This is an optimization exercise on Yosys and OpenROAD, whose aim is a short achievable clock period and few clock cycles per item, not a production implementation.
Only simulation tests tie the RTL to the original design; equivalence was not proved.
Power and IR drop assume default switching activity.

==> inputs of indigo <==
// systolic_top
module systolic_top #(
	parameter int MAX_K = 9
) (
	input wire clk,
	input wire rst,
	input logic start_i,
	input logic [systolic_pkg::K_W-1:0] k_i,
	input systolic_pkg::word_t a_rdata_i,  
	input systolic_pkg::word_t b_rdata_i,  
	output systolic_pkg::idx_t rd_index_o,
	output logic out_we_o,
	output systolic_pkg::idx_t out_index_o,
	output systolic_pkg::word_t out_wdata_o,
	output logic done_o
);
	localparam int DIM = systolic_pkg::DIM;
	localparam int WORD_W = systolic_pkg::WORD_W;
	localparam int PROD_W = systolic_pkg::PROD_W;
	logic feed_en;
	logic shift;
	logic [DIM*DIM*PROD_W-1:0] prod;
	systolic_pkg::word_t row0;
	skew_feeder skew_feeder_inst (
		.clk(clk),
		.rst(rst),
		.feed_en_i(feed_en),
		.a_word_i(a_rdata_i),
		.b_word_i(b_rdata_i),
		.prod_o(prod)
	);
	pe_array pe_array_inst (
		.clk(clk),
		.rst(rst),
		.prod_i(prod),
		.shift_i(shift),
		.row0_o(row0)
	);
	array_sequencer #(
		.MAX_K(MAX_K)
	) array_sequencer_inst (
		.clk(clk),
		.rst(rst),
		.start_i(start_i),
		.k_i(k_i),
		.row0_i(row0),
		.feed_en_o(feed_en),
		.shift_o(shift),
		.rd_index_o(rd_index_o),
		.out_we_o(out_we_o),
		.out_index_o(out_index_o),
		.out_wdata_o(out_wdata_o),
		.done_o(done_o)
	);
endmodule
make LEC_CHECK=0 CAP_MARGIN=20 CORE_MARGIN=2 CORE_UTILIZATION=55 SETUP_SLACK_MARGIN=2.7 SLEW_MARGIN=20 finish   # period 5.0 ns
run.sh (not shown) runs the stock make flow with config.mk's settings and CLKGATE_MAP_FILE= SYNTH_SCRIPT=/design/flow/synth_recipe.tcl, a recipe that flattens the netlist after the stock synthesis.
==> sierra (differences from indigo) <==
--- a/flow/design.v
+++ b/flow/design.v
@@ -140,66 +140,60 @@
 				.a(a_word_i[WORD_W-1-r*ELEM_W -: ELEM_W]),
 				.b(b_word_i[WORD_W-1-c*ELEM_W -: ELEM_W]),
 				.v(prod_d[(r*DIM+c)*PROD_W +: PROD_W])
 			);
 		end
 	end
-	always_ff @(posedge clk or posedge rst) begin
-		if (rst) begin
-			prod_o <= '0;
-		end else begin
-			prod_o <= feed_en_i ? prod_d : '0;
-		end
+	always_ff @(posedge clk) begin
+		prod_o <= feed_en_i ? prod_d : '0;
 	end
 endmodule
 `default_nettype wire
 `timescale 1ns/1ns
 `default_nettype none
 module pe_array (
 	input wire clk,
 	input wire rst,
 	input logic [systolic_pkg::DIM*systolic_pkg::DIM*systolic_pkg::PROD_W-1:0] prod_i,
-	input logic shift_i,
-	output systolic_pkg::word_t row0_o  
+	input logic clear_i,
+	output logic [systolic_pkg::DIM*systolic_pkg::WORD_W-1:0] sum_o  
 );
 	localparam int DIM = systolic_pkg::DIM;
 	localparam int ELEM_W = systolic_pkg::ELEM_W;
 	localparam int PROD_W = systolic_pkg::PROD_W;
-	logic [DIM*DIM*ELEM_W-1:0] acc_q;  
-	logic [DIM*DIM*ELEM_W-1:0] acc_d;
+	localparam int ACC_W = systolic_pkg::ACC_W;
 	for (genvar e = 0; e < DIM*DIM; e++) begin : g_pe
+		logic [ACC_W-1:0] acc_q;
+		logic [ACC_W-1:0] acc_d;
 		pe_acc acc_inst (
 			.v(prod_i[e*PROD_W +: PROD_W]),
-			.acc(acc_q[e*ELEM_W +: ELEM_W]),
-			.acc_n(acc_d[e*ELEM_W +: ELEM_W])
+			.acc(acc_q),
+			.acc_n(acc_d)
 		);
-	end
-	always_ff @(posedge clk or posedge rst) begin
-		if (rst) begin
-			acc_q <= '0;
-		end else if (shift_i) begin
-			acc_q <= {{(DIM*ELEM_W){1'b0}}, acc_q[DIM*DIM*ELEM_W-1:DIM*ELEM_W]};
-		end else begin
-			acc_q <= acc_d;
+		always_ff @(posedge clk) begin
+			acc_q <= clear_i ? '0 : acc_d;
 		end
+		pe_res res_inst (
+			.acc(acc_d),
+			.sum(sum_o[e*ELEM_W +: ELEM_W])
+		);
 	end
-	assign row0_o = acc_q[0 +: DIM*ELEM_W];
 endmodule
 `default_nettype wire
 `timescale 1ns/1ns
 `default_nettype none
 module array_sequencer #(
 	parameter int MAX_K = 9
 ) (
 	input wire clk,
 	input wire rst,
 	input logic start_i,
 	input logic [systolic_pkg::K_W-1:0] k_i,
-	input systolic_pkg::word_t row0_i,
+	input logic [systolic_pkg::DIM*systolic_pkg::WORD_W-1:0] sum_i,
 	output logic feed_en_o,
-	output logic shift_o,
+	output logic clear_o,
 	output systolic_pkg::idx_t rd_index_o,
 	output logic out_we_o,
 	output systolic_pkg::idx_t out_index_o,
 	output systolic_pkg::word_t out_wdata_o,
 	output logic done_o
 );
@@ -218,24 +212,26 @@
 	logic last1_q;  
 	logic drain_q;  
 	logic [ROW_W-1:0] row_q;  
 	logic we_q;
 	logic [ROW_W-1:0] idx_q;
 	logic done_q;
+	logic [DIM-1:1][WORD_W-1:0] bank_q;  
+	logic [WORD_W-1:0] out_q;
 	always_comb begin
 		if (k_i > K_MAX) begin
 			k_clamp = K_MAX;
 		end else if (k_i == '0) begin
 			k_clamp = K_W'(1);
 		end else begin
 			k_clamp = k_i;
 		end
 	end
 	assign start = !busy_q && start_i;
 	assign feed_en_o = start || feed_q;
-	assign shift_o = we_q;
+	assign clear_o = !busy_q;  
 	always_ff @(posedge clk or posedge rst) begin
 		if (rst) begin
 			busy_q <= 1'b0;
 			feed_q <= 1'b0;
 			rd_q <= '0;
 			klast_q <= '0;
@@ -276,16 +272,29 @@
 			end else begin
 				we_q <= 1'b0;
 				done_q <= 1'b0;
 			end
 		end
 	end
+	always_ff @(posedge clk) begin
+		if (last1_q) begin
+			out_q <= sum_i[0 +: WORD_W];
+			for (int r = 1; r < DIM; r++) begin
+				bank_q[r] <= sum_i[r*WORD_W +: WORD_W];
+			end
+		end else if (drain_q) begin
+			out_q <= bank_q[1];
+			for (int r = 1; r < DIM - 1; r++) begin
+				bank_q[r] <= bank_q[r+1];
+			end
+		end
+	end
 	assign rd_index_o = IDX_W'(rd_q);
 	assign out_we_o = we_q;
 	assign out_index_o = IDX_W'(idx_q);
-	assign out_wdata_o = row0_i;
+	assign out_wdata_o = out_q;
 	assign done_o = done_q;
 endmodule
 `default_nettype wire
 `timescale 1ns/1ns
 `default_nettype none
 module systolic_top #(
@@ -304,40 +313,40 @@
 	output logic done_o
 );
 	localparam int DIM = systolic_pkg::DIM;
 	localparam int WORD_W = systolic_pkg::WORD_W;
 	localparam int PROD_W = systolic_pkg::PROD_W;
 	logic feed_en;
-	logic shift;
+	logic clear;
 	logic [DIM*DIM*PROD_W-1:0] prod;
-	systolic_pkg::word_t row0;
+	logic [DIM*WORD_W-1:0] sum;
 	skew_feeder skew_feeder_inst (
 		.clk(clk),
 		.rst(rst),
 		.feed_en_i(feed_en),
 		.a_word_i(a_rdata_i),
 		.b_word_i(b_rdata_i),
 		.prod_o(prod)
 	);
 	pe_array pe_array_inst (
 		.clk(clk),
 		.rst(rst),
 		.prod_i(prod),
-		.shift_i(shift),
-		.row0_o(row0)
+		.clear_i(clear),
+		.sum_o(sum)
 	);
 	array_sequencer #(
 		.MAX_K(MAX_K)
 	) array_sequencer_inst (
 		.clk(clk),
 		.rst(rst),
 		.start_i(start_i),
 		.k_i(k_i),
-		.row0_i(row0),
+		.sum_i(sum),
 		.feed_en_o(feed_en),
-		.shift_o(shift),
+		.clear_o(clear),
 		.rd_index_o(rd_index_o),
 		.out_we_o(out_we_o),
 		.out_index_o(out_index_o),
 		.out_wdata_o(out_wdata_o),
 		.done_o(done_o)
 	);
==> key figures <==
Power and ir drop
  – P_clk: around 17 mW
  – Net Sw Power: 37.1 mW

Outcome
  – Status: no timing/DRC/antenna violations

Final layout
  – Commonest non-fill, non-tap cell in the layout: dfrtp_1

Setup path
  – R2r startpoint: skew_feeder_inst.prod_o[300]
  – Register-to-register setup slack: 2330 ps

Yosys
  – Avg Inst Size Synth: 11.0 um^2
  – Async S/R FF share, synth: 1.00
That was indigo.
==> key figures <==
Yosys
  – Avg Inst Size Synth: about 11 um^2

Setup path
  – Register-to-register setup slack: 2140 ps

Power and ir drop
  – Net Sw Power: between 40 and 50 mW

Outcome
  – Status: no timing/DRC/antenna violations

Final layout
  – Commonest non-fill, non-tap cell in the layout: dfxtp_1
That was sierra.
Testbench counts of indigo, summed over its fixed seeds: cycles 16,942, items 1,200.
Testbench counts of sierra, summed over its fixed seeds: cycles 16,942, items 1,200.

==> static timing again, ports no longer ideal <==
No port has a modelled driver above. Below, the same layouts with a new extraction and two added sets of constraints.
Step 1 sets driving cells, clkbuf_16 on the clock port and buf_2 on the other inputs (assumed; they add their load-dependent delay and slew).
Step 2 also shifts input and output timing later by t, the mid clock arrival at the registers, as if the neighbouring blocks saw the same clock.
Three values: ideal ports, drivers, drivers and shift; two values: the first two.
run | t (ns) | setup slack, ns | worst register clock-pin slew, ns | worst data-port slew with drivers (ns)
indigo | 0.966 | 2.329 / 2.306 / 1.544 | 0.07 / 0.07 | 0.30
sierra | 0.998 | 2.137 / 2.137 / 1.669 | 0.07 / 0.07 | 0.17
After both steps every run listed still meets setup and hold. For indigo, which loses most, drivers alone change the setup slack by -0.023 ns; drivers and shift together by -0.785 ns.
